From an optimization exercise on the open Yosys and OpenROAD flow, aimed at small area, a short achievable clock period and few clock cycles per item; shortcuts taken in it are not production practice. Where RTL was checked, it was by simulation tests only, not by an equivalence proof against the original. Only the layout flow was run in runs 1 to 5; the RTL was not checked for function there.

## flow/design.v (module list and top-level ports; edited modules follow where they fit)
// module booth_tree: 2483 lines
// module final_adder: 444 lines
// module mult_arbiter: 117 lines
module mult_arbiter #(
    parameter bit RR_EN = 1'b1
) (
    input  logic               clk,
    input  logic               rst,
    input  logic               req0_valid,
    input  logic signed [31:0] req0_a,
    input  logic signed [31:0] req0_b,
    output logic               req0_ready,
    input  logic               req1_valid,
    input  logic signed [31:0] req1_a,
    input  logic signed [31:0] req1_b,
    output logic               req1_ready,
    output logic               res_valid,
    input  logic               res_ready,
    output logic signed [63:0] res_data,
    output logic               res_id,
    output logic               busy
);
  // ...
==> flow/flow/run.sh <==
#!/bin/bash
# Standard ORFS layout (the standard.sh) with these changes:
#  - synthesis skips Yosys's internal "abc -fast" pre-mapping (synth -noabc),
#    so extract_fa maps the RTL's full adders without inverter pairs;
#  - the final abc mapping uses flow/abc.script (abc "map" instead of "&nf");
#  - port buffers use the smallest buffer cell (buf_1);
set -euo pipefail
HERE=$(pwd)
{
  sed -n '1s/-noshare {\*}/-noshare -noabc {*}/p' synth_recipe.tcl
  cat <<EOT
proc abc {args} {
  set i [lsearch -exact \$args -script]
  if {\$i >= 0} { set args [lreplace \$args [expr {\$i+1}] [expr {\$i+1}] $HERE/flow/abc.script] }
  yosys abc {*}\$args
}
EOT
  sed '1d' synth_recipe.tcl
} > flow_synth.tcl
grep -q -- '-noabc' flow_synth.tcl
sed "s#SYNTH_SCRIPT=[^ ]*#SYNTH_SCRIPT=$HERE/flow_synth.tcl#" standard.sh > flow_standard.sh
grep -q "SYNTH_SCRIPT=$HERE/flow_synth.tcl" flow_standard.sh
export BUFFER_PORTS_ARGS="-buffer_cell sky130_fd_sc_hd__buf_1"
EXTRA=()
if [[ -f flow/make_args.txt ]]; then
  while read -r l; do [[ -n "$l" ]] && EXTRA+=("$l"); done < flow/make_args.txt
fi
bash flow_standard.sh "${EXTRA[@]}" finish > flow_make.log 2>&1
==> flow/flow/abc.script <==
strash
dch
map -B 0.9
topo
stime -c
buffer -c
upsize -c
dnsize -c
==> flow/flow/make_args.txt <==
SETUP_SLACK_MARGIN=5.3
==> flow/standard.sh <==
#!/bin/bash
# synth_recipe.tcl (not shown) runs the flow's synth.tcl, then flattens the netlist and writes it again
# the make line also repeats each setting of config.mk as NAME=value (left out here)
make -C /OpenROAD-flow-scripts/flow DESIGN_CONFIG=/design/flow/config.mk WORK_HOME=/design/flow/orfs CLKGATE_MAP_FILE= SYNTH_SCRIPT=/design/flow/synth_recipe.tcl "${@:-finish}"
==> flow/config.mk <==
export PLATFORM = sky130hd
export DESIGN_NAME = mult_arbiter
export DESIGN_NICKNAME = mult_arbiter
export VERILOG_FILES = /design/flow/design.v
export SDC_FILE = /design/flow/constraint.sdc
export NUM_CORES = 4
export LEC_CHECK = 0
export CAP_MARGIN = 20
export CORE_MARGIN = 2
export CORE_UTILIZATION = 70
export SETUP_SLACK_MARGIN = 5
export SLEW_MARGIN = 20
==> flow/constraint.sdc <==
create_clock -name core_clock -period 10.0 [get_ports {clk}]
set_input_delay 2.0000 -clock core_clock [delete_from_list [all_inputs] [get_ports {clk}]]
set_output_delay 2.0000 -clock core_clock [all_outputs]
set_load 0.01 [all_outputs]
==> flow_summary_export.csv, run 1 <==
group,metric,value,unit
sta,slew_viol_final,0,
layout,stdcell_count,3550,
synth,syn-cell-area,0.0289,mm²
synth,avgSynthCellArea,9.96,µm²
sta,hold_viol,0,
synth,netlist_top_cells_count,"561 x xor2_1, 495 x o22ai_1, 428 x fa_1",
synth,syn_inst,2903,
status,outcome,"timing/DRC/antenna clean",
synth,synth_top_cell_by_area,"fa_1",
floorplan,row_count,74,
floorplan,die_w,207,µm
global_routing,grt_busiest_layer,"met2",
sta,relSlewSlack,36.4,%
layout,seq_share,18.4,%
critical_path,crit_path_start,"res_ready",
global_routing,met1_usage,56.2,%
layout,multi_input_cells,2246,
layout,area.sequential,0.00590,mm²
synth,yosysWarnings,1,
critical_path,worstSetupPathType,"in2reg",
sta,setup_total_negative_slack,0,ps
global_routing,antenna_found_initial,3,
floorplan,ioPinCount,202,
clock_network,clock_path_buffers,2,
floorplan,die_h,207,µm
detailed_routing,drc,0,
place,port_buffers,201,
==> module mult_arbiter, before the edit <==
module mult_arbiter #(
    parameter bit RR_EN = 1'b1
) (
    input  logic               clk,
    input  logic               rst,
    input  logic               req0_valid,
    input  logic signed [31:0] req0_a,
    input  logic signed [31:0] req0_b,
    output logic               req0_ready,
    input  logic               req1_valid,
    input  logic signed [31:0] req1_a,
    input  logic signed [31:0] req1_b,
    output logic               req1_ready,
    output logic               res_valid,
    input  logic               res_ready,
    output logic signed [63:0] res_data,
    output logic               res_id,
    output logic               busy
);
    logic               r_last_grant;
    logic               r_ptr;
    logic               r_v1;
    logic               r_id1;
    logic        [31:0] r_a_n;
    logic        [15:0] r_one_n;
    logic        [15:0] r_two_n;
    logic        [15:0] r_neg;
    logic               r_res_valid;
    logic               r_res_id;
    logic      [16-1:0] r_res_lo;
    logic               r_res_lc;
    logic      [63-16:0] r_res_h0;
    logic      [47-1:0] r_res_h1;
    logic               w_turn;
    logic               w_turn_next;
    logic               w_ptr_next;
    logic               w_s1_free;
    logic               w_accept;
    logic               w_load_out;
    logic        [63:0] w_s0;
    logic      [62-1:0] w_s1;
    logic        [63:0] w_s1_x;
    logic      [16-1:0] w_lo;
    logic               w_lo_c;
    logic      [63-16:0] w_h1_x;
    logic        [31:0] w_b;
    logic        [32:0] w_bx;
    logic        [15:0] w_one;
    logic        [15:0] w_two;
    logic        [15:0] w_neg;
    assign w_turn     = RR_EN ? !r_last_grant : 1'b0;
    assign w_load_out = r_v1 && (!r_res_valid || res_ready);
    assign w_s1_free  = !r_v1 || !r_res_valid || res_ready;
    assign req0_ready = !rst && w_s1_free && req0_valid && !r_ptr && (!w_turn || !req1_valid);
    assign req1_ready = !rst && w_s1_free && req1_valid &&  r_ptr && ( w_turn || !req0_valid);
    assign w_accept   = req0_ready || req1_ready;
    assign w_turn_next = (RR_EN && w_accept) ? !r_ptr : w_turn;
    assign w_ptr_next  = w_turn_next ? (req1_valid || !req0_valid) : (req1_valid && !req0_valid);
    assign w_b  = r_ptr ? req1_b : req0_b;
    assign w_bx = {w_b, 1'b0};
    for (genvar j = 0; j < 16; j++) begin : g_enc
        assign w_one[j] = w_bx[2*j+1] ^ w_bx[2*j];
        assign w_two[j] = (w_bx[2*j+2] & ~w_bx[2*j+1] & ~w_bx[2*j]) |
                          (~w_bx[2*j+2] & w_bx[2*j+1] & w_bx[2*j]);
        assign w_neg[j] = w_bx[2*j+2] & ~(w_bx[2*j+1] & w_bx[2*j]);
    end
    booth_tree u_tree (
        .i_a   (~r_a_n),
        .i_one (~r_one_n),
        .i_two (~r_two_n),
        .i_neg (r_neg),
        .o_s0  (w_s0),
        .o_s1  (w_s1)
    );
    always_ff @(posedge clk or posedge rst) begin
        if (rst) begin
            r_last_grant <= 1'b1;
            r_ptr        <= 1'b0;
            r_v1         <= 1'b0;
            r_res_valid  <= 1'b0;
        end else begin
            if (w_accept) r_last_grant <= r_ptr;
            r_ptr       <= w_ptr_next;
            r_v1        <= w_accept || (r_v1 && !w_load_out);
            r_res_valid <= w_load_out || (r_res_valid && !res_ready);
        end
    end
    always_ff @(posedge clk) begin
        if (w_s1_free) begin
            r_a_n   <= ~(r_ptr ? req1_a : req0_a);
            r_one_n <= ~w_one;
            r_two_n <= ~w_two;
            r_neg <= w_neg;
            r_id1 <= r_ptr;
        end
        if (w_load_out) begin
            r_res_lo   <= w_lo;
            r_res_lc   <= w_lo_c;
            r_res_h0   <= w_s0[63:16];
            r_res_h1   <= {w_s1[61], w_s1[60], w_s1[59], w_s1[58], w_s1[57], w_s1[56], w_s1[55], w_s1[54], w_s1[53], w_s1[52], w_s1[51], w_s1[50], w_s1[49], w_s1[48], w_s1[47], w_s1[46], w_s1[45], w_s1[44], w_s1[43], w_s1[42], w_s1[41], w_s1[40], w_s1[39], w_s1[38], w_s1[37], w_s1[36], w_s1[35], w_s1[34], w_s1[33], w_s1[32], w_s1[31], w_s1[30], w_s1[29], w_s1[28], w_s1[27], w_s1[26], w_s1[25], w_s1[24], w_s1[23], w_s1[22], w_s1[21], w_s1[20], w_s1[19], w_s1[18], w_s1[17], w_s1[16], w_s1[15]};
            r_res_id   <= r_id1;
        end
    end
    assign res_valid = r_res_valid;
    assign w_s1_x = {1'b0, w_s1[61], w_s1[60], w_s1[59], w_s1[58], w_s1[57], w_s1[56], w_s1[55], w_s1[54], w_s1[53], w_s1[52], w_s1[51], w_s1[50], w_s1[49], w_s1[48], w_s1[47], w_s1[46], w_s1[45], w_s1[44], w_s1[43], w_s1[42], w_s1[41], w_s1[40], w_s1[39], w_s1[38], w_s1[37], w_s1[36], w_s1[35], w_s1[34], w_s1[33], w_s1[32], w_s1[31], w_s1[30], w_s1[29], w_s1[28], w_s1[27], w_s1[26], w_s1[25], w_s1[24], w_s1[23], w_s1[22], w_s1[21], w_s1[20], w_s1[19], w_s1[18], w_s1[17], w_s1[16], w_s1[15], w_s1[14], w_s1[13], w_s1[12], w_s1[11], w_s1[10], w_s1[9], w_s1[8], w_s1[7], w_s1[6], w_s1[5], w_s1[4], w_s1[3], w_s1[2], w_s1[1], 1'b0, w_s1[0]};
    assign {w_lo_c, w_lo} = w_s0[16-1:0] + w_s1_x[16-1:0];
    assign w_h1_x = {1'b0, r_res_h1[46], r_res_h1[45], r_res_h1[44], r_res_h1[43], r_res_h1[42], r_res_h1[41], r_res_h1[40], r_res_h1[39], r_res_h1[38], r_res_h1[37], r_res_h1[36], r_res_h1[35], r_res_h1[34], r_res_h1[33], r_res_h1[32], r_res_h1[31], r_res_h1[30], r_res_h1[29], r_res_h1[28], r_res_h1[27], r_res_h1[26], r_res_h1[25], r_res_h1[24], r_res_h1[23], r_res_h1[22], r_res_h1[21], r_res_h1[20], r_res_h1[19], r_res_h1[18], r_res_h1[17], r_res_h1[16], r_res_h1[15], r_res_h1[14], r_res_h1[13], r_res_h1[12], r_res_h1[11], r_res_h1[10], r_res_h1[9], r_res_h1[8], r_res_h1[7], r_res_h1[6], r_res_h1[5], r_res_h1[4], r_res_h1[3], r_res_h1[2], r_res_h1[1], r_res_h1[0]};
    final_adder u_add (
        .i_x (r_res_h0),
        .i_y (w_h1_x),
        .i_c (r_res_lc),
        .o_s (res_data[63:16])
    );
    assign res_data[16-1:0] = r_res_lo;
    assign res_id    = r_res_id;
    assign busy      = r_v1 || r_res_valid;
endmodule
==> inputs of run 2 (changes only) <==
--- a/flow/design.v
+++ b/flow/design.v
@@ -2961,6 +2961,7 @@
     logic               w_turn;
     logic               w_turn_next;
     logic               w_ptr_next;
+    logic               w_can_grant;
     logic               w_s1_free;
     logic               w_accept;
     logic               w_load_out;
@@ -2981,7 +2982,9 @@
     assign req0_ready = !rst && w_s1_free && req0_valid && !r_ptr && (!w_turn || !req1_valid);
     assign req1_ready = !rst && w_s1_free && req1_valid &&  r_ptr && ( w_turn || !req0_valid);
     assign w_accept   = req0_ready || req1_ready;
-    assign w_turn_next = (RR_EN && w_accept) ? !r_ptr : w_turn;
+    assign w_can_grant = r_ptr ? (req1_valid && (w_turn || !req0_valid))
+                               : (req0_valid && (!w_turn || !req1_valid));
+    assign w_turn_next = (RR_EN && w_can_grant) ? !r_ptr : w_turn;
     assign w_ptr_next  = w_turn_next ? (req1_valid || !req0_valid) : (req1_valid && !req0_valid);
     assign w_b  = r_ptr ? req1_b : req0_b;
     assign w_bx = {w_b, 1'b0};
--- a/flow/config.mk
+++ b/flow/config.mk
@@ -7,6 +7,6 @@
 export LEC_CHECK = 0
 export CAP_MARGIN = 20
 export CORE_MARGIN = 2
-export CORE_UTILIZATION = 70
+export CORE_UTILIZATION = 60
 export SETUP_SLACK_MARGIN = 5
 export SLEW_MARGIN = 20
==> flow_summary_export.csv, run 2 <==
group,metric,value,unit
place,place.gp.congestion,0.895,
min_path,hp-class,"reg2reg",
floorplan,die_w,224,µm
clock_network,htreeDepth,4,
synth,async_reset_ff_share,2.03,%
clock_network,clock_sinks,197,
detailed_routing,viasPerCell,6.59,
global_routing,grt_use_total,37.3,%
sta,relSlewSlack,30.4,%
place,dp.cells,3518,
floorplan,ioPinCount,202,
synth,synth_most_common_cell,"xor2_1",
synth,syn_nets,3590,
synth,synth_edf_count,193,
status,outcome,"timing/DRC/antenna clean",
layout,multi_input_area,0.0220,mm²
synth,netlist_top_cells_count,"561 x xor2_1, 495 x o22ai_1, 428 x fa_1",
layout,final_util,67.0,%
layout,stdcell_count,3615,
sta,fin_ws,5180,ps
place,detailed_place.area,0.0300,mm²
critical_path,worstSetupPathType,"in2reg",
synth,avgSynthCellArea,9.96,µm²
layout,nNetsFinal,3675,
layout,layout_common_cells,"561 x xor2_1, 495 x o22ai_1, 428 x fa_1",
critical_path,reg2reg_slack,5400,ps
detailed_routing,drt_wl_total,92300,µm
clock_network,cts_tree,"yes",
sta,hold_viol,0,
detailed_routing,vias,23800,
synth,synth_cell_type_count,42,
sta,skew,24.3,ps
sta,clock.fmax,0.207,GHz
floorplan,start_util,60.7,%
sta,slew_viol_final,0,
floorplan,die_h,224,µm
clock_network,root_buffer,"clkbuf_16",
layout,largestRegisters,"r_res_h0: 47 flops, r_res_h1: 47 flops, r_a_n: 32 flops",
critical_path,startpoint_type,"input port",
sta,fin_crit_sh,48.2,%
sta,setup_total_negative_slack,0,ps
clock_network,clkLatencyLatePin,510,ps
layout,diodes,0,
synth,yosysWarnings,1,
critical_path,cp.arrival,5270,ps
clock_network,path_clk_slew,80,ps
global_routing,antenna_found_initial,1,
synth,synth-main-ff-cell,"edfxtp_1",
place,place_hpwl,59000,µm
global_routing,grt_pass1_wl,141000,µm
critical_path,cp-end-kind,"flip-flop",
clock_network,cts_made_buffers,17,
detailed_routing,drc,0,
synth,synth_top_cell_by_area,"fa_1",
layout,layout-drive-gt1-share,11.2,%
global_routing,grt_max_degree,80,
sta,min_period,4820,ps
clock_network,clock_path_buffers,2,
sta,worstMarginPinSlew,1040,ps
floorplan,row_count,80,
sta,setup_viol,0,
critical_path,cp_common_cell,"buf_4",
synth,syn_inst,2902,
floorplan,dieArea,0.0500,mm²
place,port_buffers,201,
sta,rsz0062_at_grt,"true",
job,drv_cap,0,
layout,mostFrequentLayoutCell,"xor2_1",
sta,worst_hold_slack,418,ps
synth,synth.area.top_cells,"fa_1 30%, edfxtp_1 20%, xor2_1 17%",
detailed_routing,routedWlPerCell,25.5,µm
place,pre_cts_slack,4960,ps
critical_path,critPathMaxFanout,2,
floorplan,core,0.0476,mm²
detailed_routing,first_pass_iters,6,
layout,fill_cells,3723,
synth,ys_ff_latch,197,
detailed_routing,drtIter0Drc,2819,
layout,area.sequential,0.00590,mm²
global_routing,overflow,0,
layout,finish.instance_area,0.0319,mm²
global_routing,grt_pass1_vias,24300,
critical_path,slowest_stage,"buf_4",
critical_path,required,10440,ps
synth,synth_top_area_share,29.6,%
detailed_routing,ant_nets,0,
synth,ys_seq_area_share,20.4,%
layout,area_growth_syn_to_layout,10.5,%
critical_path,cp_slowest_stage_delay,130,ps
synth,syn-cell-area,0.0289,mm²
## run 2: cell count changes after synthesis
cell	previous run	this run
a21oi_1	77	76
buf_2	13	11
buf_1	5	4
clkbuf_1	266	269
inv_1	173	172
o21ai_0	43	44
## run 2: worst max-delay path, delay by kind of cell
kind / cells / cell delay, ps
simple gates: 2 / 100
buf+inv: 28 / 3170
## run 2: timing repair
| action | CTS | global route |
|---|---|---|
| pin swaps | 15 | 42 |
| buffers inserted | 39 | 24 |
| resized for setup | 56 | 121 |
| setup endpoints to repair | 37 | 40 |
| hold buffers | 0 | 0 |
| gates cloned | 2 | 0 |
## run 2: cells by family after synthesis
family,share of synthesized area (%)
XOR/XNOR,17.1
AND/OR/NAND/NOR,6.76
multiplexers,1.18
AO/OA/AOI/OAI,13.4
flip-flops,20.4
buffers and inverters,6.09
adder cells (fa/ha/maj),35.1
## run 2: area by class of cell
| class | instances | share of cell area, % |
|---|---|---|
| multi-input combinational | 2246 | 68.8 |
| sequential | 197 | 18.5 |
| timing repair buffer | 350 | 6.37 |
| tap | 615 | 2.41 |
| inverter | 175 | 2.07 |
| clock buffer | 21 | 1.47 |
| clock inverter | 11 | 0.368 |
## run 2: final timing paths
kind / from / to / cells after the start
max: res_ready / r_res_valid / 30
max in group asynchronous: rst / r_last_grant / 2
min reg2reg: r_id1 / r_res_id / 0
min: r_id1 / r_res_id / 0
max reg2reg: r_one_n[7] / r_res_h1[21] / 9
min in group asynchronous: rst / r_v1 / 2
## run 2: routing by layer
layer | up-vias | track usage (%) | share of wire (%)
li1 | 10100 | - | -
met1 | 11800 | 51.7 | 40
met2 | 1687 | 56.1 | 45
met3 | 236 | 10.9 | 13
met4 | 2 | 13.2 | 2.6
met5 | - | 0 | 0.013
==> inputs of run 3 (changes only) <==
--- a/flow/design.v
+++ b/flow/design.v
@@ -2953,6 +2953,11 @@
     logic        [15:0] r_two_n;
     logic        [15:0] r_neg;
     logic               r_res_valid;
+    logic               r_room;
+    logic               r_ok0a;
+    logic               r_ok0b;
+    logic               r_ok1a;
+    logic               r_ok1b;
     logic               r_res_id;
     logic      [16-1:0] r_res_lo;
     logic               r_res_lc;
@@ -2962,6 +2967,9 @@
     logic               w_turn_next;
     logic               w_ptr_next;
     logic               w_can_grant;
+    logic               w_v1_next;
+    logic               w_res_valid_next;
+    logic               w_turn_reg_next;
     logic               w_s1_free;
     logic               w_accept;
     logic               w_load_out;
@@ -2979,13 +2987,16 @@
     assign w_turn     = RR_EN ? !r_last_grant : 1'b0;
     assign w_load_out = r_v1 && (!r_res_valid || res_ready);
     assign w_s1_free  = !r_v1 || !r_res_valid || res_ready;
-    assign req0_ready = !rst && w_s1_free && req0_valid && !r_ptr && (!w_turn || !req1_valid);
-    assign req1_ready = !rst && w_s1_free && req1_valid &&  r_ptr && ( w_turn || !req0_valid);
+    assign req0_ready = !rst && req0_valid && (r_room || res_ready) && (r_ok0a || (r_ok0b && !req1_valid));
+    assign req1_ready = !rst && req1_valid && (r_room || res_ready) && (r_ok1a || (r_ok1b && !req0_valid));
     assign w_accept   = req0_ready || req1_ready;
     assign w_can_grant = r_ptr ? (req1_valid && (w_turn || !req0_valid))
                                : (req0_valid && (!w_turn || !req1_valid));
     assign w_turn_next = (RR_EN && w_can_grant) ? !r_ptr : w_turn;
     assign w_ptr_next  = w_turn_next ? (req1_valid || !req0_valid) : (req1_valid && !req0_valid);
+    assign w_v1_next        = w_accept || (r_v1 && !w_load_out);
+    assign w_res_valid_next = w_load_out || (r_res_valid && !res_ready);
+    assign w_turn_reg_next  = RR_EN ? !(w_accept ? r_ptr : r_last_grant) : 1'b0;
     assign w_b  = r_ptr ? req1_b : req0_b;
     assign w_bx = {w_b, 1'b0};
     for (genvar j = 0; j < 16; j++) begin : g_enc
@@ -3008,11 +3019,21 @@
             r_ptr        <= 1'b0;
             r_v1         <= 1'b0;
             r_res_valid  <= 1'b0;
+            r_room       <= 1'b1;
+            r_ok0a       <= 1'b1;
+            r_ok0b       <= 1'b0;
+            r_ok1a       <= 1'b0;
+            r_ok1b       <= 1'b0;
         end else begin
             if (w_accept) r_last_grant <= r_ptr;
             r_ptr       <= w_ptr_next;
-            r_v1        <= w_accept || (r_v1 && !w_load_out);
-            r_res_valid <= w_load_out || (r_res_valid && !res_ready);
+            r_v1        <= w_v1_next;
+            r_res_valid <= w_res_valid_next;
+            r_room      <= !(w_v1_next && w_res_valid_next);
+            r_ok0a      <= !w_ptr_next && !w_turn_reg_next;
+            r_ok0b      <= !w_ptr_next &&  w_turn_reg_next;
+            r_ok1a      <=  w_ptr_next &&  w_turn_reg_next;
+            r_ok1b      <=  w_ptr_next && !w_turn_reg_next;
         end
     end
     always_ff @(posedge clk) begin
==> flow_summary_export.csv, run 3 <==
group,metric,value,unit
status,outcome,"timing/DRC/antenna clean",
place,place_hpwl,60200,µm
synth,synth_xor_area_share,16.9,%
detailed_routing,routedWlPerCell,25.5,µm
synth,yosysWarnings,1,
clock_network,clock_sinks,202,
synth,synth_edf_count,193,
layout,finish.instance_area,0.0321,mm²
synth,synth-compound-area-share,13.3,%
detailed_routing,ant_nets,0,
place,detailed_place.area,0.0302,mm²
clock_network,cts_tree,"yes",
synth,avgSynthCellArea,9.94,µm²
clock_network,root_buffer,"clkbuf_16",
detailed_routing,drtIter0Drc,2865,
sta,hold_viol,0,
synth,synth.area.top_cells,"fa_1 29%, edfxtp_1 20%, xor2_1 17%",
clock_network,clkLatencyLatePin,580,ps
synth,syn_inst,2931,
sta,worstMarginPinSlew,865,ps
layout,area_growth_syn_to_layout,10.0,%
synth,synth_top_cell_by_area,"fa_1",
global_routing,overflow,0,
floorplan,dieArea,0.0503,mm²
global_routing,grt_use_total,36.6,%
clock_network,path_clk_slew,60,ps
layout,nNetsFinal,3674,
synth,synth-main-ff-cell,"edfxtp_1",
global_routing,antenna_found_initial,0,
critical_path,startpoint_type,"flip-flop",
global_routing,grt_pass1_vias,24400,
synth,yosys.area_share.simple,6.91,%
critical_path,required,8000,ps
detailed_routing,drc,0,
layout,layout-drive-gt1-share,10.5,%
floorplan,start_util,60.9,%
sta,setup_viol,0,
sta,min_period,4730,ps
critical_path,critPathMaxFanout,8,
sta,setup_total_negative_slack,0,ps
sta,clock.fmax,0.211,GHz
critical_path,cp-end-kind,"output pin",
floorplan,ioPinCount,202,
sta,skew,24.9,ps
layout,mostFrequentLayoutCell,"xor2_1",
synth,async_reset_ff_share,4.46,%
detailed_routing,first_pass_iters,8,
layout,stdcell_count,3618,
synth,ys_ff_latch,202,
sta,fin_crit_sh,47.3,%
synth,synth_cell_type_count,38,
global_routing,grt_max_degree,83,
synth,netlist_top_cells_count,"557 x xor2_1, 497 x o22ai_1, 428 x fa_1",
synth,yosys.area_share.adder,34.9,%
place,port_buffers,201,
floorplan,core,0.0478,mm²
min_path,hp-class,"reg2reg",
sta,slew_viol_final,0,
clock_network,htreeDepth,1,
synth,synth_top_family_by_area,"adder cells",
floorplan,die_w,224,µm
synth,synth_most_common_cell,"xor2_1",
job,drv_cap,0,
place,place.gp.congestion,0.881,
synth,syn_nets,3619,
detailed_routing,drt_wl_total,92300,µm
floorplan,row_count,80,
sta,fin_ws,5270,ps
sta,relSlewSlack,41.7,%
layout,layout_common_cells,"555 x xor2_1, 497 x o22ai_1, 428 x fa_1",
synth,synth_top_area_share,29.4,%
clock_network,cts_made_buffers,23,
synth,ys_seq_area_share,20.7,%
sta,rsz0062_at_grt,"true",
detailed_routing,vias,23900,
place,pre_cts_slack,5200,ps
critical_path,cp.arrival,2730,ps
place,dp.cells,3544,
layout,largestRegisters,"r_res_h0: 47 flops, r_res_h1: 47 flops, r_a_n: 32 flops",
critical_path,worstSetupPathType,"reg2out",
detailed_routing,viasPerCell,6.61,
global_routing,grt_pass1_wl,142000,µm
synth,syn-cell-area,0.0291,mm²
clock_network,clock_path_buffers,3,
layout,fill_cells,3794,
layout,diodes,0,
floorplan,die_h,224,µm
synth,synth_mux_area_share,1.17,%
[run 3: layout make-up]
cell class	count	area [µm²]	area share, %
well taps	615	769	2.40
flip-flops and latches	202	6030	18.8
inverters	185	697	2.17
multi-input cells	2260	22200	69.1
clock inverters	16	138	0.429
clock buffers	26	587	1.83
repair buffers	314	1700	5.29
[run 3: worst paths after layout]
kind / slack [ps] / endpoint / from / cells after the start
max: 5270 / res_data[55] / r_res_h1[0] / 13
max reg2reg: 5400 / r_res_h1[19] / r_neg[2] / 10
min in group asynchronous: 1320 / r_res_valid / rst / 2
max in group asynchronous: 8470 / r_ok0a / rst / 2
min: 430 / r_res_id / r_id1 / 0
min reg2reg: 430 / r_res_id / r_id1 / 0
[run 3: metrics by stage]
stage	hold slack, ps	utilization, %
final	429	67.0
after global routing	434	67.0
after CTS	430	66.3
after detailed placement	420	63.1
after global placement	406	63.1
after floorplan	400	-
[run 3: kinds of logic (layout without fill, tap and decap cells)]
kind of cell / count (synthesis) / count (layout)
AO/OA/AOI/OAI: 641 / 641
XOR/XNOR: 561 / 561
adder cells (fa/ha/maj): 555 / 555
buffers and inverters: 471 / 541
flip-flops: 202 / 202
multiplexers: 34 / 34
AND/OR/NAND/NOR: 467 / 469
[run 3: critical path, stage by stage, from the launching register on]
cell and delay (ps):
edfxtp_1 470, ha_4 330, nand3_4 70, nor2_4 120, nand2_2 80, nor2_4 170, nand2_2 80, nand2_2 80
nor2_4 40, buf_12 150, nand3_4 190, a21oi_1 100, nor2_1 120, buf_2 150
[run 3: repair_timing]
| item | 4_1_cts | 5_1_grt |
|---|---|---|
| setup buffers | 18 | 12 |
| pin swaps | 28 | 17 |
| gates cloned | 2 | 0 |
| hold buffers | 0 | 0 |
| gates resized for setup | 109 | 68 |
| setup endpoints to repair | 40 | 42 |
[run 3: per-layer routing]
layer / track usage [%] / vias up / routed length [µm]
li1: - / 10100 / -
met1: 51.1 / 11900 / 36700
met2: 56.4 / 1630 / 41400
met3: 9.54 / 234 / 11400
met4: 11.4 / 2 / 2790
met5: 0.880 / - / 58
==> inputs of run 4 (changes only) <==
--- a/flow/config.mk
+++ b/flow/config.mk
@@ -10,3 +10,4 @@
 export CORE_UTILIZATION = 60
 export SETUP_SLACK_MARGIN = 5
 export SLEW_MARGIN = 20
+export TNS_END_PERCENT = 0
==> flow_summary_export.csv, run 4 <==
group,metric,value,unit
status,outcome,"timing/DRC/antenna clean",
synth,yosysWarnings,1,
sta,rsz0062_at_grt,"true",
sta,setup_total_negative_slack,0,ps
clock_network,path_clk_slew,70,ps
critical_path,critPathMaxFanout,5,
floorplan,row_count,80,
synth,async_reset_ff_share,4.46,%
clock_network,hold_buffers,0,
clock_network,cts_tree,"yes",
synth,netlist_top_cells_count,"557 x xor2_1, 497 x o22ai_1, 428 x fa_1",
floorplan,core,0.0478,mm²
clock_network,clock_sinks,202,
layout,mostFrequentLayoutCell,"xor2_1",
layout,diodes,0,
critical_path,slowest_stage,"edfxtp_1",
critical_path,cp.arrival,2770,ps
place,place.gp.congestion,0.881,
detailed_routing,vias,23900,
floorplan,dieArea,0.0503,mm²
place,place_hpwl,60200,µm
detailed_routing,drtIter0Drc,2883,
synth,syn_nets,3619,
critical_path,required,8000,ps
global_routing,grt_pass1_wl,141000,µm
layout,layout-drive-gt1-share,8.29,%
critical_path,cp_num_buf_inv,2,
job,drv_cap,0,
global_routing,grt_pass1_vias,24300,
min_path,hp-class,"reg2reg",
global_routing,grt_use_total,36.3,%
synth,ys_ff_latch,202,
synth,syn-cell-area,0.0291,mm²
critical_path,cp-end-kind,"output pin",
sta,clock.fmax,0.210,GHz
sta,slew_viol_final,0,
critical_path,cp_slowest_stage_delay,390,ps
layout,area_growth_syn_to_layout,8.47,%
global_routing,grt_max_degree,83,
synth,synth.area.top_cells,"fa_1 29%, edfxtp_1 20%, xor2_1 17%",
clock_network,root_buffer,"clkbuf_16",
sta,skew,24.8,ps
place,port_buffers,201,
detailed_routing,first_pass_iters,7,
clock_network,clkLatencyLatePin,580,ps
synth,synth_top_cell_by_area,"fa_1",
synth,synth_top_area_share,29.4,%
synth,ys_seq_area_share,20.7,%
floorplan,start_util,60.9,%
floorplan,die_h,224,µm
layout,nNetsFinal,3664,
detailed_routing,routedWlPerCell,25.3,µm
place,pre_cts_slack,5200,ps
sta,setup_viol,0,
synth,avgSynthCellArea,9.94,µm²
synth,synth_cell_type_count,38,
critical_path,worstSetupPathType,"reg2out",
synth,synth_edf_count,193,
floorplan,die_w,224,µm
synth,synth-main-ff-cell,"edfxtp_1",
sta,min_period,4770,ps
critical_path,cp_common_cell,"nand2_1",
clock_network,cts_made_buffers,23,
global_routing,overflow,0,
layout,largestRegisters,"r_res_h0: 47 flops, r_res_h1: 47 flops, r_a_n: 32 flops",
layout,layout_common_cells,"557 x xor2_1, 497 x o22ai_1, 428 x fa_1",
detailed_routing,drc,0,
floorplan,ioPinCount,202,
detailed_routing,drt_wl_total,91300,µm
sta,fin_ws,5230,ps
sta,relSlewSlack,42.9,%
synth,synth_most_common_cell,"xor2_1",
clock_network,htreeDepth,1,
critical_path,crit_chain,"ha_1 > nand2_1 > nand2_1 > nand3_2 > nand2_2 > nand2_1 > nand2_2 > inv_2 > nor2_1 > a211oi_4 > nand2_1 > nor2_1 > buf_2",
sta,hold_viol,0,
sta,fin_crit_sh,47.7,%
synth,syn_inst,2931,
clock_network,clock_path_buffers,3,
critical_path,startpoint_type,"flip-flop",
detailed_routing,viasPerCell,6.62,
detailed_routing,ant_nets,0,
critical_path,cp_top_family,"simple AND/OR/NAND/NOR gates",
sta,worstMarginPinSlew,848,ps
global_routing,antenna_found_initial,0,
[run 4: changes by cell type in the layout (fill, tap and decap cells not counted), sizes merged]
cell | previous run | this run
clkbuf | 34 | 26
buf | 306 | 304
[run 4: routing by layer]
metal | up-vias | track usage [%] | part of all wire [%] | routed length (µm)
met5 | - | 0.880 | 0.069 | 63
met4 | 2 | 11.2 | 3.1 | 2830
met3 | 243 | 9.51 | 12 | 11200
met2 | 1648 | 55.7 | 44 | 40600
met1 | 11900 | 50.9 | 40 | 36600
li1 | 10100 | - | - | -
[run 4: final cells by class]
cell class / count / area (µm²)
sequential: 202 / 6030
fill: 3866 / 16200
clock buffer: 26 / 587
timing repair buffer: 304 / 1550
tap: 615 / 769
inverter: 185 / 694
multi-input combinational: 2260 / 21800
clock inverter: 16 / 138
[run 4: cells by family (layout without fill, tap and decap cells)]
group	Yosys count	count (layout)	share of synthesized area, %
AO/OA/AOI/OAI	641	641	13.3
XOR/XNOR	561	561	16.9
multiplexers	34	34	1.17
AND/OR/NAND/NOR	467	469	6.91
buffers and inverters	471	531	6.17
adder cells (fa/ha/maj)	555	555	34.9
flip-flops	202	202	20.7
[run 4: metrics by stage]
stage | hold slack, ps | cells | util [%] | area (µm²)
floorplan | 400 | 2931 | - | 29100
global placement | 406 | 3544 | 63.1 | 30200
detailed placement | 420 | 3544 | 63.1 | 30200
CTS | 430 | 3596 | 65.5 | 31400
global route | 434 | 3608 | 66.1 | 31600
finish | 428 | 3608 | 66.1 | 31600
[run 4: worst paths after layout]
kind	start	to	slack (ps)	cells past startpoint
setup reg to reg	r_neg[4]	r_res_h1[21]	5300	10
setup / recovery	r_res_h1[33]	res_data[63]	5230	13
hold reg to reg	r_id1	r_res_id	430	0
min in group asynchronous	rst	r_res_valid	1320	2
hold / removal	r_id1	r_res_id	430	0
max in group asynchronous	rst	r_ok0a	8440	2
[run 4: repair_timing]
action	CTS	global route
gates cloned	2	0
setup endpoints to repair	40	51
resized for setup	62	28
pin swaps	8	18
setup buffers	8	12
[run 4: worst register-to-register path, cell delays in order, from the launching register on]
cell and delay, ps:
edfxtp_1 320, buf_4 490, inv_1 250, xor2_1 230, fa_1 570, inv_1 70, fa_1 510, fa_1 480
fa_1 550, fa_1 530, fa_1 470
==> inputs of run 5 (changes only) <==
==> flow/flow/make_args.txt (replaced) <==
SETUP_SLACK_MARGIN=5.4
--- a/flow/config.mk
+++ b/flow/config.mk
@@ -10,4 +10,4 @@
 export CORE_UTILIZATION = 60
 export SETUP_SLACK_MARGIN = 5
 export SLEW_MARGIN = 20
-export TNS_END_PERCENT = 0
+export TNS_END_PERCENT = 100
==> flow_summary_export.csv, run 5 <==
group,metric,value,unit
clock_network,cts_tree,"yes",
synth,ys_seq_area_share,20.7,%
detailed_routing,drt_wl_total,92300,µm
sta,relSlewSlack,42.6,%
sta,fin_crit_sh,47.3,%
synth,avgSynthCellArea,9.94,µm²
floorplan,die_w,224,µm
sta,fin_ws,5270,ps
min_path,hp-start,"r_id1",
sta,worstMarginPinSlew,853,ps
critical_path,cp_slowest_stage_delay,430,ps
layout,area_growth_syn_to_layout,10.7,%
min_path,hp-class,"reg2reg",
place,pre_cts_slack,5200,ps
detailed_routing,drtIter0Drc,2819,
floorplan,die_h,224,µm
sta,clock.fmax,0.212,GHz
critical_path,required,8000,ps
global_routing,grt_pass1_vias,24500,
status,outcome,"timing/DRC/antenna clean",
synth,syn-cell-area,0.0291,mm²
synth,synth_top_area_share,29.4,%
synth,netlist_top_cells_count,"557 x xor2_1, 497 x o22ai_1, 428 x fa_1",
clock_network,root_buffer,"clkbuf_16",
layout,largestRegisters,"r_res_h0: 47 flops, r_res_h1: 47 flops, r_a_n: 32 flops",
critical_path,worstSetupPathType,"reg2out",
synth,syn_inst,2931,
synth,synth-main-ff-cell,"edfxtp_1",
critical_path,cp.arrival,2730,ps
sta,rsz0062_at_grt,"true",
critical_path,critPathMaxFanout,6,
layout,nNetsFinal,3683,
global_routing,grt_pass1_wl,142000,µm
detailed_routing,drc,0,
clock_network,htreeDepth,1,
detailed_routing,viasPerCell,6.60,
sta,setup_viol,0,
job,drv_cap,0,
place,place.gp.congestion,0.881,
clock_network,path_clk_slew,60,ps
sta,skew,25.8,ps
synth,async_reset_ff_share,4.46,%
detailed_routing,first_pass_iters,6,
critical_path,startpoint_type,"flip-flop",
layout,layout_common_cells,"556 x xor2_1, 496 x o22ai_1, 428 x fa_1",
global_routing,grt_max_degree,83,
clock_network,clkLatencyLatePin,580,ps
detailed_routing,routedWlPerCell,25.5,µm
clock_network,cts_made_buffers,23,
layout,fill_cells,3757,
detailed_routing,vias,24000,
clock_network,hold_buffers,0,
critical_path,slowest_stage,"edfxtp_1",
clock_network,clock_path_buffers,3,
layout,mostFrequentLayoutCell,"xor2_1",
floorplan,row_count,80,
synth,ys_ff_latch,202,
synth,syn_nets,3619,
synth,synth.area.top_cells,"fa_1 29%, edfxtp_1 20%, xor2_1 17%",
floorplan,start_util,60.9,%
clock_network,clock_sinks,202,
place,dp.cells,3544,
sta,hold_viol,0,
sta,slew_viol_final,0,
critical_path,crit_path_start,"r_res_h0[29]",
place,place_hpwl,60200,µm
global_routing,grt_use_total,36.6,%
layout,layout-drive-gt1-share,11.6,%
sta,setup_total_negative_slack,0,ps
global_routing,overflow,0,
synth,synth_edf_count,193,
synth,synth_top_cell_by_area,"fa_1",
critical_path,reg2reg_slack,5470,ps
synth,synth_cell_type_count,38,
floorplan,ioPinCount,202,
sta,min_period,4730,ps
layout,multi_input_area,0.0223,mm²
critical_path,cp-end-kind,"output pin",
synth,yosysWarnings,1,
synth,synth_most_common_cell,"xor2_1",
place,port_buffers,201,
layout,area.sequential,0.00603,mm²
critical_path,crit_chain,"ha_4 > a21o_2 > a21boi_2 > nand2_2 > nor2_4 > nand3_4 > buf_6 > a21oi_2 > nor2_1 > buf_2",
critical_path,rr_startpoint,"r_a_n[24]",
floorplan,dieArea,0.0503,mm²
detailed_routing,ant_nets,0,
floorplan,core,0.0478,mm²
global_routing,antenna_found_initial,0,
layout,stdcell_count,3628,
-- run 5: changes by cell type in the layout (fill, tap and decap cells not counted), moves of 4 or more --
cell and delta:
a21oi_1 -11, a21oi_2 +8, buf_1 -21, buf_2 +16
buf_4 +6, buf_6 +14, ha_1 -12, ha_4 +13
inv_1 -4, nand2_1 -22, nand2_2 +13, nand2_4 +7
-- run 5: through the flow --
step                hold WS (ps)  utilization [%]  area (µm²)
CTS                          430             66.6       31900
global placement             406             63.1       30200
detailed placement           420             63.1       30200
global route                 434             67.4       32300
floorplan                    400                -       29100
finish                       431             67.5       32300
-- run 5: final cells by class --
cell class	count	share of cell area (%)
inverters	185	2.17
diodes	1	0.00775
clock inverters	16	0.426
repair buffers	323	5.56
multi-input cells	2260	69.0
well taps	615	2.38
clock buffers	26	1.82
flip-flops and latches	202	18.7
-- run 5: path summary, 6_finish.rpt --
path                       cells past startpoint            to
setup / recovery                              10  res_data[50]
min in group asynchronous                      3   r_res_valid
hold reg to reg                                0      r_res_id
hold / removal                                 0      r_res_id
setup reg to reg                               9  r_res_h1[14]
max in group asynchronous                      3        r_ok0a
-- run 5: repair_timing --
item,CTS,global route
cloned,2,0
endpoints found under the setup margin,49,52
buffers inserted,17,22
endpoints found under the hold margin,0,0
gates resized for setup,144,69
pin swaps,24,24
-- run 5: worst max-delay path, delay by kind of cell (launching register included) --
kind,cells,cell delay (ps)
compound gates,3,490
fa+ha+maj,1,280
buf+inv,2,320
flops,1,430
simple gates,4,640
-- run 5: cell families (layout without fill, tap and decap cells) --
group	Yosys count	count (layout)	synth area share, %
flip-flops	202	202	20.7
other	0	1	0
AO/OA/AOI/OAI	641	641	13.3
XOR/XNOR	561	561	16.9
adder cells (fa/ha/maj)	555	555	34.9
AND/OR/NAND/NOR	467	469	6.91
buffers and inverters	471	550	6.17
multiplexers	34	34	1.17
-- run 5: per-layer routing --
| layer | vias to the layer above | wire length [µm] | share of wire [%] | track usage [%] |
|---|---|---|---|---|
| met2 | 1618 | 41500 | 45 | 56.4 |
| met5 | - | 0 | 0 | 0.880 |
| met3 | 244 | 11000 | 12 | 9.39 |
| met4 | 0 | 2890 | 3.1 | 11.6 |
| li1 | 10100 | - | - | - |
| met1 | 12000 | 37000 | 40 | 51.2 |
==> inputs of run 6 (changes only) <==
--- a/flow/design.v
+++ b/flow/design.v
@@ -2945,7 +2945,6 @@
     output logic               busy
 );
     logic               r_last_grant;
-    logic               r_ptr;
     logic               r_v1;
     logic               r_id1;
     logic        [31:0] r_a_n;
@@ -2954,22 +2953,16 @@
     logic        [15:0] r_neg;
     logic               r_res_valid;
     logic               r_room;
-    logic               r_ok0a;
-    logic               r_ok0b;
-    logic               r_ok1a;
-    logic               r_ok1b;
+    logic               r_turn;
     logic               r_res_id;
     logic      [16-1:0] r_res_lo;
     logic               r_res_lc;
     logic      [63-16:0] r_res_h0;
     logic      [47-1:0] r_res_h1;
     logic               w_turn;
-    logic               w_turn_next;
-    logic               w_ptr_next;
-    logic               w_can_grant;
+    logic               w_pick1;
     logic               w_v1_next;
     logic               w_res_valid_next;
-    logic               w_turn_reg_next;
     logic               w_s1_free;
     logic               w_accept;
     logic               w_load_out;
@@ -2985,19 +2978,15 @@
     logic        [15:0] w_two;
     logic        [15:0] w_neg;
     assign w_turn     = RR_EN ? !r_last_grant : 1'b0;
+    assign w_pick1    = req1_valid && (!req0_valid || w_turn);
     assign w_load_out = r_v1 && (!r_res_valid || res_ready);
     assign w_s1_free  = !r_v1 || !r_res_valid || res_ready;
-    assign req0_ready = !rst && req0_valid && (r_room || res_ready) && (r_ok0a || (r_ok0b && !req1_valid));
-    assign req1_ready = !rst && req1_valid && (r_room || res_ready) && (r_ok1a || (r_ok1b && !req0_valid));
+    assign req0_ready = !rst && req0_valid && (r_room || res_ready) && (!req1_valid || !r_turn);
+    assign req1_ready = !rst && req1_valid && (r_room || res_ready) && (!req0_valid ||  r_turn);
     assign w_accept   = req0_ready || req1_ready;
-    assign w_can_grant = r_ptr ? (req1_valid && (w_turn || !req0_valid))
-                               : (req0_valid && (!w_turn || !req1_valid));
-    assign w_turn_next = (RR_EN && w_can_grant) ? !r_ptr : w_turn;
-    assign w_ptr_next  = w_turn_next ? (req1_valid || !req0_valid) : (req1_valid && !req0_valid);
     assign w_v1_next        = w_accept || (r_v1 && !w_load_out);
     assign w_res_valid_next = w_load_out || (r_res_valid && !res_ready);
-    assign w_turn_reg_next  = RR_EN ? !(w_accept ? r_ptr : r_last_grant) : 1'b0;
-    assign w_b  = r_ptr ? req1_b : req0_b;
+    assign w_b  = w_pick1 ? req1_b : req0_b;
     assign w_bx = {w_b, 1'b0};
     for (genvar j = 0; j < 16; j++) begin : g_enc
         assign w_one[j] = w_bx[2*j+1] ^ w_bx[2*j];
@@ -3016,33 +3005,25 @@
     always_ff @(posedge clk or posedge rst) begin
         if (rst) begin
             r_last_grant <= 1'b1;
-            r_ptr        <= 1'b0;
             r_v1         <= 1'b0;
             r_res_valid  <= 1'b0;
             r_room       <= 1'b1;
-            r_ok0a       <= 1'b1;
-            r_ok0b       <= 1'b0;
-            r_ok1a       <= 1'b0;
-            r_ok1b       <= 1'b0;
+            r_turn       <= 1'b0;
         end else begin
-            if (w_accept) r_last_grant <= r_ptr;
-            r_ptr       <= w_ptr_next;
+            if (w_accept) r_last_grant <= w_pick1;
             r_v1        <= w_v1_next;
             r_res_valid <= w_res_valid_next;
             r_room      <= !(w_v1_next && w_res_valid_next);
-            r_ok0a      <= !w_ptr_next && !w_turn_reg_next;
-            r_ok0b      <= !w_ptr_next &&  w_turn_reg_next;
-            r_ok1a      <=  w_ptr_next &&  w_turn_reg_next;
-            r_ok1b      <=  w_ptr_next && !w_turn_reg_next;
+            r_turn      <= RR_EN && !(w_accept ? w_pick1 : r_last_grant);
         end
     end
     always_ff @(posedge clk) begin
         if (w_s1_free) begin
-            r_a_n   <= ~(r_ptr ? req1_a : req0_a);
+            r_a_n   <= ~(w_pick1 ? req1_a : req0_a);
             r_one_n <= ~w_one;
             r_two_n <= ~w_two;
             r_neg <= w_neg;
-            r_id1 <= r_ptr;
+            r_id1 <= w_pick1;
         end
         if (w_load_out) begin
             r_res_lo   <= w_lo;
==> flow/flow/make_args.txt (replaced) <==
SETUP_SLACK_MARGIN=5.5
--- a/flow/config.mk
+++ b/flow/config.mk
@@ -10,4 +10,3 @@
 export CORE_UTILIZATION = 60
 export SETUP_SLACK_MARGIN = 5
 export SLEW_MARGIN = 20
-export TNS_END_PERCENT = 100
==> flow_summary_export.csv, run 6 <==
group,metric,value,unit
status,outcome,"timing/DRC/antenna clean",
min_path,hp-class,"reg2reg",
sta,slew_viol_final,0,
synth,synth-main-ff-cell,"edfxtp_1",
global_routing,grt_pass1_vias,24800,
synth,syn_nets,3614,
critical_path,required,8000,ps
layout,layout-drive-gt1-share,14.8,%
sta,hold_viol,0,
critical_path,crit_chain,"ha_4 > nand2_2 > nor2_4 > nand2_4 > nor2_4 > nand2_2 > nand2_2 > nor2_2 > nand3_4 > buf_8 > nand2_4 > nand2_1 > nand2_1 > nand2_1 > buf_2",
layout,finish.instance_area,0.0328,mm²
critical_path,cp-end-kind,"output pin",
layout,layout_common_cells,"557 x xor2_1, 495 x o22ai_1, 423 x fa_1",
critical_path,crit_path_start,"r_res_h0[11]",
floorplan,start_util,60.8,%
synth,synth_cell_type_count,41,
synth,yosysWarnings,1,
synth,ys_ff_latch,198,
layout,mostFrequentLayoutCell,"xor2_1",
place,dp.cells,3540,
layout,fill_cells,3710,
sta,worst_hold_slack,441,ps
critical_path,rr_startpoint,"r_neg[7]",
sta,min_period,4720,ps
place,detailed_place.area,0.0301,mm²
global_routing,overflow,0,
synth,avgSynthCellArea,9.92,µm²
sta,relSlewSlack,39.5,%
synth,syn_inst,2926,
detailed_routing,first_pass_iters,6,
place,place_hpwl,59500,µm
global_routing,grt_max_degree,72,
floorplan,die_h,224,µm
place,port_buffers,201,
floorplan,core,0.0477,mm²
layout,largestRegisters,"r_res_h0: 47 flops, r_res_h1: 47 flops, r_a_n: 32 flops",
clock_network,cts_made_buffers,17,
layout,diodes,0,
critical_path,cp_top_family,"simple AND/OR/NAND/NOR gates",
clock_network,htreeDepth,4,
min_path,hp-start,"r_id1",
layout,nNetsFinal,3719,
layout,area_growth_syn_to_layout,13.1,%
synth,async_reset_ff_share,2.53,%
clock_network,cts_tree,"yes",
clock_network,clkLatencyLatePin,520,ps
floorplan,ioPinCount,202,
detailed_routing,drt_wl_total,93000,µm
sta,setup_total_negative_slack,0,ps
job,drv_cap,0,
detailed_routing,routedWlPerCell,25.4,µm
detailed_routing,drc,0,
global_routing,grt_pass1_wl,141000,µm
critical_path,critPathMaxFanout,6,
critical_path,cp_slowest_stage_delay,440,ps
sta,rsz0062_at_grt,"true",
sta,worstMarginPinSlew,907,ps
sta,skew,23.9,ps
sta,setup_viol,0,
critical_path,cp_num_buf_inv,2,
detailed_routing,viasPerCell,6.66,
critical_path,slowest_stage,"edfxtp_1",
synth,synth_most_common_cell,"xor2_1",
synth,synth_top_cell_by_area,"fa_1",
synth,ys_seq_area_share,20.4,%
layout,stdcell_count,3659,
synth,synth.area.top_cells,"fa_1 30%, edfxtp_1 20%, xor2_1 17%",
floorplan,die_w,224,µm
detailed_routing,ant_nets,0,
clock_network,clock_path_buffers,2,
critical_path,worstSetupPathType,"reg2out",
clock_network,clock_sinks,198,
global_routing,grt_use_total,37.0,%
synth,syn-cell-area,0.0290,mm²
place,place.gp.congestion,0.889,
critical_path,startpoint_type,"flip-flop",
clock_network,path_clk_slew,80,ps
clock_network,root_buffer,"clkbuf_16",
detailed_routing,drtIter0Drc,2617,
critical_path,cp.arrival,2720,ps
clock_network,hold_buffers,0,
floorplan,dieArea,0.0502,mm²
detailed_routing,vias,24400,
sta,clock.fmax,0.212,GHz
synth,netlist_top_cells_count,"558 x xor2_1, 496 x o22ai_1, 428 x fa_1",
synth,synth_top_area_share,29.5,%
floorplan,row_count,80,
global_routing,antenna_found_initial,1,
sta,fin_crit_sh,47.2,%
synth,synth_edf_count,193,
-- run 6: cell types whose count changed after synthesis, moves of 3 or more --
cell | previous run | this run
dfrtp_1 | 6 | 3
nor2_1 | 102 | 92
and2_1 | 1 | 6
inv_1 | 184 | 187
nand2_1 | 247 | 250
-- run 6: area by class of cell --
type                    instances  area (µm²)  area share, %
clock buffers                  17         425           1.30
clock inverters                15         201          0.614
inverters                     188         706           2.15
multi-input cells            2254       22300           68.0
flip-flops and latches        198        5920           18.0
well taps                     615         769           2.34
repair buffers                372        2470           7.53
-- run 6: stage by stage --
step	worst slack [ps]	utilization [%]
2_1_floorplan	5500	-
3_3_place_gp	5000	63.0
3_5_place_dp	5310	63.1
4_1_cts	5320	66.9
5_1_grt	5160	68.8
6_report	5280	68.8
-- run 6: worst reg2reg max path, delay by kind of cell (launching register included) --
| family | cells | cell delay (ps) |
|---|---|---|
| flops | 1 | 330 |
| buf+inv | 1 | 540 |
| xor+xnor | 1 | 240 |
| fa+ha+maj | 6 | 3110 |
-- run 6: final timing paths --
check	end	slack (ps)	cells past startpoint
setup / recovery	res_data[58]	5280	15
setup reg to reg	r_res_h1[21]	5550	8
hold reg to reg	r_res_id	440	0
max in group asynchronous	r_last_grant	8360	3
hold / removal	r_res_id	440	0
min in group asynchronous	r_res_valid	1450	3
-- run 6: cell families after synthesis --
logic type,count (synthesis),synth area share (%)
XOR/XNOR,561,16.9
multiplexers,34,1.17
adder cells (fa/ha/maj),555,35.0
AO/OA/AOI/OAI,639,13.3
AND/OR/NAND/NOR,465,6.96
buffers and inverters,474,6.23
flip-flops,198,20.4
-- run 6: layer usage --
metal / global-route usage (%) / vias up / share of wire (%)
li1: - / 10200 / -
met1: 49.9 / 12100 / 39
met2: 56.1 / 1715 / 44
met4: 15.0 / 2 / 4.0
met3: 11.0 / 334 / 12
met5: 0 / - / 0.014
-- run 6: timing repair --
item                       4_1_cts  5_1_grt
resized for setup              158      168
setup endpoints to repair       61       70
pin swaps                       46       62
gates cloned                     0        2
setup buffers                   61       24
Testbench counts of run 6, summed over its fixed seeds: cycles 2,064, items 2,048.
==> inputs of run 7 (changes only) <==
==> flow/flow/make_args.txt (replaced) <==
SETUP_SLACK_MARGIN=5.2
==> flow_summary_export.csv, run 7 <==
group,metric,value,unit
status,outcome,"timing/DRC/antenna clean",
synth,synth_top_family_by_area,"adder cells",
min_path,hp-class,"reg2reg",
synth,ys_seq_area_share,20.4,%
sta,relSlewSlack,39.9,%
synth,synth-compound-area-share,13.3,%
clock_network,clock_sinks,198,
synth,yosysWarnings,1,
synth,synth.area.top_cells,"fa_1 30%, edfxtp_1 20%, xor2_1 17%",
synth,avgSynthCellArea,9.92,µm²
critical_path,cp_top_family,"adder cells",
critical_path,critPathMaxFanout,17,
sta,worstMarginPinSlew,902,ps
place,detailed_place.area,0.0301,mm²
global_routing,grt_max_degree,72,
critical_path,rr_startpoint,"r_a_n[24]",
job,drv_cap,0,
layout,area.sequential,0.00592,mm²
sta,fin_crit_sh,47.3,%
global_routing,grt_pass1_wl,138000,µm
critical_path,reg2reg_slack,5270,ps
detailed_routing,first_pass_iters,8,
layout,fill_cells,3889,
place,port_buffers,201,
critical_path,reg2reg_to,"r_res_h1[14]",
detailed_routing,drt_wl_total,89900,µm
min_path,hp-start,"r_id1",
floorplan,core,0.0477,mm²
global_routing,grt_use_total,36.2,%
min_path,hold_end,"r_res_id",
critical_path,worstSetupPathType,"reg2reg",
floorplan,ioPinCount,202,
clock_network,clkLatencyLatePin,520,ps
synth,async_reset_ff_share,2.53,%
floorplan,die_w,224,µm
layout,largestRegisters,"r_res_h0: 47 flops, r_res_h1: 47 flops, r_a_n: 32 flops",
synth,ys_ff_latch,198,
synth,synth_top_cell_by_area,"fa_1",
sta,hold_viol,0,
clock_network,path_clk_slew,80,ps
synth,synth_cell_type_count,41,
floorplan,die_h,224,µm
synth,syn-cell-area,0.0290,mm²
place,place_hpwl,59500,µm
sta,skew,25.1,ps
floorplan,row_count,80,
critical_path,crit_chain,"o22ai_1 > xor2_1 > fa_1 > fa_1 > fa_1 > fa_1 > fa_1 > fa_1",
detailed_routing,ant_nets,0,
synth,syn_inst,2926,
layout,layout_common_cells,"558 x xor2_1, 496 x o22ai_1, 428 x fa_1",
layout,multi_input_area,0.0219,mm²
clock_network,cts_made_buffers,17,
detailed_routing,drc,0,
layout,layout-drive-gt1-share,8.61,%
synth,synth-main-ff-cell,"edfxtp_1",
critical_path,cp-end-kind,"flip-flop",
sta,slew_viol_final,0,
critical_path,cp_num_buf_inv,0,
critical_path,slowest_stage,"edfxtp_1",
place,place.gp.congestion,0.889,
layout,finish.instance_area,0.0315,mm²
synth,syn_nets,3614,
synth,synth_edf_count,193,
critical_path,cp_common_cell,"fa_1",
synth,yosys.area_share.adder,35.0,%
clock_network,hold_buffers,0,
sta,setup_total_negative_slack,0,ps
global_routing,grt_pass1_vias,24200,
layout,diodes,0,
synth,synth_mux_area_share,1.17,%
clock_network,htreeDepth,4,
layout,area_growth_syn_to_layout,8.64,%
layout,mostFrequentLayoutCell,"xor2_1",
sta,clock.fmax,0.211,GHz
global_routing,antenna_found_initial,1,
synth,netlist_top_cells_count,"558 x xor2_1, 496 x o22ai_1, 428 x fa_1",
critical_path,ff2ff_path_depth,8,
synth,synth_most_common_cell,"xor2_1",
detailed_routing,viasPerCell,6.59,
critical_path,required,10250,ps
critical_path,startpoint_type,"flip-flop",
sta,min_period,4730,ps
min_path,whs_path_depth,0,
synth,synth_xor_area_share,16.9,%
sta,setup_viol,0,
clock_network,clock_path_buffers,2,
synth,synth_top_area_share,29.5,%
layout,nNetsFinal,3659,
floorplan,dieArea,0.0502,mm²
synth,yosys.area_share.simple,6.96,%
sta,rsz0062_at_grt,"true",
clock_network,cts_tree,"yes",
detailed_routing,routedWlPerCell,25.0,µm
detailed_routing,vias,23700,
global_routing,overflow,0,
critical_path,cp_slowest_stage_delay,910,ps
floorplan,start_util,60.8,%
detailed_routing,drtIter0Drc,2624,
critical_path,cp.arrival,4980,ps
clock_network,root_buffer,"clkbuf_16",
## run 7: changes by cell type in the layout (fill, tap and decap cells not counted), moves of 11 or more
cell / change
buf_1: +36
buf_2: -32
buf_6: -53
nand2_1: +45
nand2_2: -37
nand3_1: +11
nand3_2: -11
## run 7: how the worst max path moves through the flow
stage / start / endpoint / slack (ps) / depth (start not counted)
after floorplan: r_neg[0] / r_res_h1[17] / 5500 / 9
after global placement: r_two_n[4] / r_res_h1[21] / 5000 / 9
after detailed placement: r_res_lc / res_data[53] / 5310 / 13
after CTS: r_res_h0[10] / res_data[58] / 5190 / 15
after global routing: r_res_h1[0] / res_data[59] / 5140 / 15
final: r_a_n[24] / r_res_h1[14] / 5270 / 8
## run 7: timing repair
item | CTS | global route
gates resized for setup | 21 | 82
pin swaps | 3 | 28
hold endpoints to repair | 0 | 0
setup buffers | 8 | 19
endpoints found under the setup margin | 32 | 31
## run 7: worst reg2reg max path: stages (launching register included)
cell	delay [ps]
edfxtp_1	910
o22ai_1	210
xor2_1	220
fa_1	560
fa_1	590
fa_1	550
fa_1	460
fa_1	500
fa_1	480
## run 7: through the flow
stage	worst slack (ps)	hold slack, ps	instances	utilization (%)
final	5270	445	3599	66.1
after global placement	5000	416	3539	63.0
after global routing	5140	448	3599	66.1
after detailed placement	5310	430	3540	63.1
after floorplan	5500	400	2926	-
after CTS	5190	443	3580	64.7
## run 7: cell type report
class	instances	area share (%)
tap	615	2.44
inverter	188	2.24
timing repair buffer	312	5.16
sequential	198	18.8
clock buffer	17	1.35
multi-input combinational	2254	69.4
clock inverter	15	0.639
## run 7: cell families after synthesis
group,count (synthesis)
XOR/XNOR,561
AO/OA/AOI/OAI,639
adder cells (fa/ha/maj),555
flip-flops,198
AND/OR/NAND/NOR,465
multiplexers,34
buffers and inverters,474
## run 7: per-layer routing
metal  track usage (%)  part of all wire (%)  up-vias
met5                 0                 0.014        -
met3              10.8                    13      301
li1                  -                     -    10100
met1              49.4                    39    11700
met2              54.2                    44     1611
met4              15.0                   3.6        2
==> inputs of run 8 (changes only) <==
==> flow/flow/make_args.txt (replaced) <==
SETUP_SLACK_MARGIN=5.3
--- a/flow/config.mk
+++ b/flow/config.mk
@@ -10,3 +10,4 @@
 export CORE_UTILIZATION = 60
 export SETUP_SLACK_MARGIN = 5
 export SLEW_MARGIN = 20
+export TNS_END_PERCENT = 0
==> flow_summary_export.csv, run 8 <==
group,metric,value,unit
status,outcome,"timing/DRC/antenna clean",
synth,synth.area.top_cells,"fa_1 30%, edfxtp_1 20%, xor2_1 17%",
layout,layout_common_cells,"558 x xor2_1, 496 x o22ai_1, 428 x fa_1",
critical_path,startpoint_type,"input port",
critical_path,worstSetupPathType,"in2out",
job,drv_cap,0,
detailed_routing,drtIter0Drc,2638,
place,port_buffers,201,
layout,mostFrequentLayoutCell,"xor2_1",
floorplan,start_util,60.8,%
clock_network,cts_made_buffers,17,
layout,nNetsFinal,3659,
sta,clock.fmax,0.214,GHz
synth,avgSynthCellArea,9.92,µm²
synth,synth_top_cell_by_area,"fa_1",
global_routing,antenna_found_initial,1,
clock_network,cts_tree,"yes",
layout,final_util,66.1,%
detailed_routing,viasPerCell,6.61,
sta,worstMarginPinSlew,907,ps
layout,diodes,0,
synth,synth_edf_count,193,
clock_network,root_buffer,"clkbuf_16",
sta,hold_viol,0,
clock_network,path_clk_slew,80,ps
synth,yosys.area_share.simple,6.96,%
layout,largestRegisters,"r_res_h0: 47 flops, r_res_h1: 47 flops, r_a_n: 32 flops",
synth,syn_inst,2926,
critical_path,cp.arrival,2680,ps
synth,synth_xor_area_share,16.9,%
detailed_routing,ant_nets,0,
place,detailed_place.area,0.0301,mm²
synth,synth_cell_type_count,41,
detailed_routing,vias,23800,
detailed_routing,routedWlPerCell,25.1,µm
clock_network,htreeDepth,4,
sta,rsz0062_at_grt,"true",
layout,area_growth_syn_to_layout,8.77,%
layout,finish.instance_area,0.0316,mm²
synth,syn_nets,3614,
sta,slew_viol_final,0,
place,pre_cts_slack,5310,ps
synth,synth_most_common_cell,"xor2_1",
detailed_routing,first_pass_iters,6,
place,place.gp.congestion,0.889,
synth,yosysWarnings,1,
synth,synth_top_family_by_area,"adder cells",
sta,setup_total_negative_slack,0,ps
sta,setup_viol,0,
clock_network,clock_sinks,198,
sta,fin_crit_sh,46.8,%
global_routing,overflow,0,
synth,synth_mux_area_share,1.17,%
clock_network,clkLatencyLatePin,520,ps
critical_path,cp-end-kind,"output pin",
sta,fin_ws,5320,ps
critical_path,crit_chain,"buf_1 > inv_1 > nand4_1 > inv_1 > buf_1",
synth,ys_seq_area_share,20.4,%
place,place_hpwl,59500,µm
synth,async_reset_ff_share,2.53,%
detailed_routing,drc,0,
synth,synth_top_area_share,29.5,%
synth,ys_ff_latch,198,
place,dp.cells,3540,
critical_path,cp_slowest_stage_delay,180,ps
detailed_routing,drt_wl_total,90200,µm
critical_path,critPathMaxFanout,6,
synth,synth-compound-area-share,13.3,%
synth,netlist_top_cells_count,"558 x xor2_1, 496 x o22ai_1, 428 x fa_1",
synth,synth-main-ff-cell,"edfxtp_1",
floorplan,row_count,80,
global_routing,grt_pass1_wl,138000,µm
clock_network,clock_path_buffers,2,
layout,stdcell_count,3599,
global_routing,grt_use_total,36.1,%
global_routing,grt_pass1_vias,24100,
critical_path,slowest_stage,"inv_1",
min_path,hp-class,"reg2reg",
floorplan,die_h,224,µm
clock_network,hold_buffers,0,
floorplan,dieArea,0.0502,mm²
layout,layout-drive-gt1-share,8.95,%
sta,skew,24.5,ps
sta,min_period,4680,ps
floorplan,die_w,224,µm
global_routing,grt_max_degree,72,
floorplan,ioPinCount,202,
critical_path,required,8000,ps
floorplan,core,0.0477,mm²
synth,syn-cell-area,0.0290,mm²
synth,yosys.area_share.adder,35.0,%
sta,relSlewSlack,39.5,%
run 8: area by class of cell:
class	instances	area, µm²
clock buffer	17	425
clock inverter	15	201
fill	3894	16200
inverter	188	706
multi-input combinational	2254	21900
sequential	198	5920
tap	615	769
timing repair buffer	312	1640
run 8: path summary, 6_finish.rpt:
path | from | to | slack, ps | cells past startpoint
worst min register to register | r_id1 | r_res_id | 440 | 0
max in group asynchronous | rst | r_last_grant | 8360 | 2
min in group asynchronous | rst | r_res_valid | 1390 | 2
worst max register to register | r_neg[4] | r_res_h1[21] | 5340 | 10
worst min-delay path | r_id1 | r_res_id | 440 | 0
worst max-delay path | rst | req0_ready | 5320 | 5
run 8: timing repair:
item                       in CTS  in global routing
setup buffers                   6                 21
setup endpoints to repair      35                 52
pin swaps                       1                 28
gates resized for setup        10                105
run 8: worst max-delay path: cells and delay by family:
kind | cells | cell delay (ps)
simple gates | 1 | 170
buf+inv | 4 | 510
run 8: logic make-up (layout without fill, tap and decap cells):
group | after synthesis | after routing
AO/OA/AOI/OAI | 639 | 639
XOR/XNOR | 561 | 561
adder cells (fa/ha/maj) | 555 | 555
buffers and inverters | 474 | 532
flip-flops | 198 | 198
multiplexers | 34 | 34
AND/OR/NAND/NOR | 465 | 465
run 8: through the flow:
step | hold slack (ps)
after floorplan | 400
after global placement | 416
after detailed placement | 430
after CTS | 443
after global routing | 448
final | 441
run 8: routing by layer:
layer  vias to the layer above  wire length (µm)  GRT usage, %
met4                         2              3350          15.0
met1                     11800             35600          49.3
met3                       287             11400          10.8
met5                         -                13             0
li1                      10100                 -             -
met2                      1649             39900          54.0

[separate check: timing with driven ports]
Ports are ideal in the flow. The routed layouts listed here were re-timed in OpenROAD. Step 1 sets driving cells, clkbuf_16 on the clock port and buf_2 on the other inputs (assumed; they add their load-dependent delay and slew). Step 2 times the ports against the registers' clock, not the clock port: input delays grow and output delays shrink by t, the midpoint of the rising clock arrivals with the driver on. Slacks: ideal ports / drivers / drivers and shift; pairs: ideal ports / drivers.
| run | t (ns) | setup WS [ns] | clock arrival spread, ns | pins driven straight from the clock port |
|---|---|---|---|---|
| run 1 | 0.540 | 5.180 / 5.152 / 4.661 | 0.014 / 0.015 | 1 |
| run 2 | 0.555 | 5.175 / 5.162 / 4.653 | 0.025 / 0.024 | 1 |
| run 3 | 0.625 | 5.265 / 5.204 / 5.361 | 0.029 / 0.029 | 1 |
| run 4 | 0.621 | 5.228 / 5.168 / 5.298 | 0.030 / 0.029 | 1 |
| run 5 | 0.625 | 5.273 / 5.210 / 5.368 | 0.030 / 0.030 | 1 |
| run 6 | 0.565 | 5.285 / 5.225 / 4.968 | 0.024 / 0.024 | 1 |
| run 7 | 0.565 | 5.272 / 5.259 / 5.272 | 0.025 / 0.025 | 1 |
| run 8 | 0.566 | 5.319 / 5.262 / 5.298 | 0.025 / 0.025 | 1 |
After both steps every run listed still meets setup and hold. The setup slack of run 2, which loses most, moves by -0.013 ns with the drivers and by -0.522 ns with both steps.
